Background: an optimization exercise with open tools, aiming at small area and a short achievable clock period. Do not read the settings as production practice. At most, simulation tests tie the RTL to the original design; equivalence was not proved.

Design iteration_count_palette_top, start of the top module:
module iteration_count_palette_top #(
  parameter int COUNT_WIDTH = 16,
  parameter int FRAC_BITS   = 16
) (
  input  logic        clk,
  input  logic        rst,
  input  logic        start,
  output logic        busy,
  input  logic [15:0] iter_count,
  output logic        done,
  output logic [7:0]  red,
  output logic [7:0]  green,
  output logic [7:0]  blue,
  input  logic        psel,
  input  logic        penable,
  input  logic        pwrite,
  input  logic [2:0]  paddr,
  input  logic [31:0] pwdata,
  output logic [31:0] prdata,
  output logic        pready
);
For scale: about 6700 cells after synthesis, ~1300 flip-flops.
clock: 8.5 ns
lec_check: 0
cap_margin: 20
core_margin: 2
core_utilization: 55
cts_buf_list: sky130_fd_sc_hd__clkbuf_8
cts_cluster_diameter: 50
cts_cluster_size: 16
setup_slack_margin: 5
slew_margin: 20
run.sh (not shown) runs the stock make flow with config.mk's settings and CLKGATE_MAP_FILE= SYNTH_SCRIPT=/design/flow/synth_recipe.tcl, a recipe that flattens the netlist after the stock synthesis.
Then changed:
- CORE_UTILIZATION: 55 -> 40
- CTS_CLUSTER_DIAMETER: 50 -> 100
Result: Hold slack gets worse by 0.036 ns. Final area goes down by 1.4%. Worst setup slack gets worse by 0.053 ns. Die area goes up by 37%. Clock skew is about the same. Utilization goes down by 17 points. Routed wire length goes up by 0.88%. Cell count goes up by 5.5%. Via count goes down by 0.62%.

========
Setup of north:
Another version of the RTL of iteration_count_palette_top (not shown whole).
Size: ~7500 cells after synthesis, roughly 1600 flip-flops, about 120 I/O pins, roughly 81000 um2 of cells after synthesis.
Settings: LEC_CHECK=0, CAP_MARGIN=20, CORE_MARGIN=2, CORE_UTILIZATION=40, SLEW_MARGIN=20; clock period 8.5 ns.
north was carried through to the last stage, and its layout satisfied the timing, design-rule and antenna checks.
What south does differently from north at the input level:
Settings: SETUP_SLACK_MARGIN now 5, previously not set.
[summary]
south went all the way through synthesis, placement and routing and the layout is clean on timing, DRC and antenna.
For the final layout net count, south came in about 0.5% higher than north did.
The termination of the worst setup path comes out prdata[0] in one run and p13[31] in the other, namely in south and north respectively.
Going from north to south, the met2 usage was found to have gone down by 0.48 points.
Summary — measured slew at the worst slew-check pin, south relative to north: lower, by 56 ps.
Diff south..north | share of the final layout cell area in sequential cells | negligible
Going from north to south, layout filler cell count shrinks by 144.
The relative area of clock buffers and inverters in the final design on north is in line with that on south.
Of south and north, the run reporting the lower final cell count was north.
Across both runs, number of cell instances on the worst register-to-register path was lower for south than for north.
south ended with less minimum period implied by the final worst setup slack than north.
south and north ended up with roughly the same wire length.

========
RTL: one of the versions met above, not the one the previous note started from.
Size in the first run: about 6700 cells after synthesis, roughly 120 I/O pins, ~0.072 mm² of cells after synthesis.
export LEC_CHECK = 0
export CAP_MARGIN = 20
export CORE_MARGIN = 2
export CORE_UTILIZATION = 40
export CTS_BUF_LIST = sky130_fd_sc_hd__clkbuf_8
export CTS_CLUSTER_DIAMETER = 70
export CTS_CLUSTER_SIZE = 16
export SETUP_SLACK_MARGIN = 5
export SLEW_MARGIN = 20
create_clock -name core_clock -period 8.5 [get_ports {clk}]
==> next run, changes <==
Settings changed: CTS_CLUSTER_DIAMETER 70 to 50.
Effect:
- critical path depth does not change
- cell area goes up by 0.91%
- synthesized area is unchanged
- worst setup slack hardly moves
- die area stays the same
- first-iteration DRC count barely changes
- non-clock buffer count is lower by 10
- via count grows by about 0.4%

========
Setup of P:
iteration_count_palette_top, a different RTL version from the one above (not shown whole).
Size: about 120 I/O pins, ~80,000 um2 of cells after synthesis.
==> flow/design.v (excerpt) <==
module iteration_count_palette_top #(
  parameter int COUNT_WIDTH = 16,
  parameter int FRAC_BITS   = 16
) (
  input  logic        clk,
  input  logic        rst,
  input  logic        start,
  output logic        busy,
  input  logic [15:0] iter_count,
  output logic        done,
  output logic [7:0]  red,
  output logic [7:0]  green,
  output logic [7:0]  blue,
  input  logic        psel,
  input  logic        penable,
  input  logic        pwrite,
  input  logic [2:0]  paddr,
  input  logic [31:0] pwdata,
  output logic [31:0] prdata,
  output logic        pready
);
make LEC_CHECK=0 CAP_MARGIN=20 CORE_MARGIN=2 CORE_UTILIZATION=40 CTS_BUF_LIST=sky130_fd_sc_hd__clkbuf_8 CTS_CLUSTER_DIAMETER=50 CTS_CLUSTER_SIZE=16 SETUP_SLACK_MARGIN=5 SLEW_MARGIN=20 finish   # period 8.5 ns
P went all the way through the flow, and no timing, DRC or antenna check failed.
Input changes introduced in Q (baseline for comparison: P):
- CTS_CLUSTER_DIAMETER now 40, was 50
- CTS_CLUSTER_SIZE now 20, was 16
Notes after the runs:
Per-cell routed wire length was lower in Q than in P.
P was routed with fewer vias than Q.
P ended up with fewer cell instances than Q did.
P -> Q: highest clock rate decreased by a few percent
Where worst hold margin is concerned, P is outperformed by Q.
No functional check of the RTL was part of any run of this note.

-- static timing again, ports no longer ideal --
In the flow no input, the clock included, has a driving cell. The finished layouts below were timed again as built, in two steps. Step 1, drivers: a clkbuf_16 drives clk and a buf_2 each remaining input, both assumed. Step 2 moves the port delays by t, midway between the first and last clock arrival at a register: inputs arrive t later, outputs are due t later. That takes back most of the time a late clock gives input paths. Three values: ideal, step 1, step 2; two values: the first two.
run | t (ns) | setup WS [ns] | worst register clock-pin slew, ns | worst slew at a driven data input, ns
the first run of note 1 | 0.940 | 5.073 / 5.073 / 4.294 | 0.10 / 0.10 | 0.13
the second run of note 1 | 0.924 | 5.021 / 5.021 / 4.407 | 0.12 / 0.12 | 0.15
north | 0.875 | 4.479 / 4.479 / 4.450 | 0.07 / 0.07 | 0.06
south | 0.890 | 5.077 / 4.995 / 4.446 | 0.07 / 0.07 | 0.05
the first run of note 3 | 0.936 | 5.033 / 5.033 / 4.484 | 0.11 / 0.11 | 0.16
the second run of note 3 | 0.976 | 5.031 / 5.031 / 4.422 | 0.10 / 0.10 | 0.13
P | 1.029 | 5.136 / 5.132 / 4.306 | 0.10 / 0.10 | 0.11
Q | 1.051 | 5.059 / 5.059 / 4.337 | 0.10 / 0.10 | 0.12
After both steps every run listed still meets setup and hold. For P, which loses most, drivers alone change the setup slack by -0.004 ns; drivers and shift together by -0.830 ns.
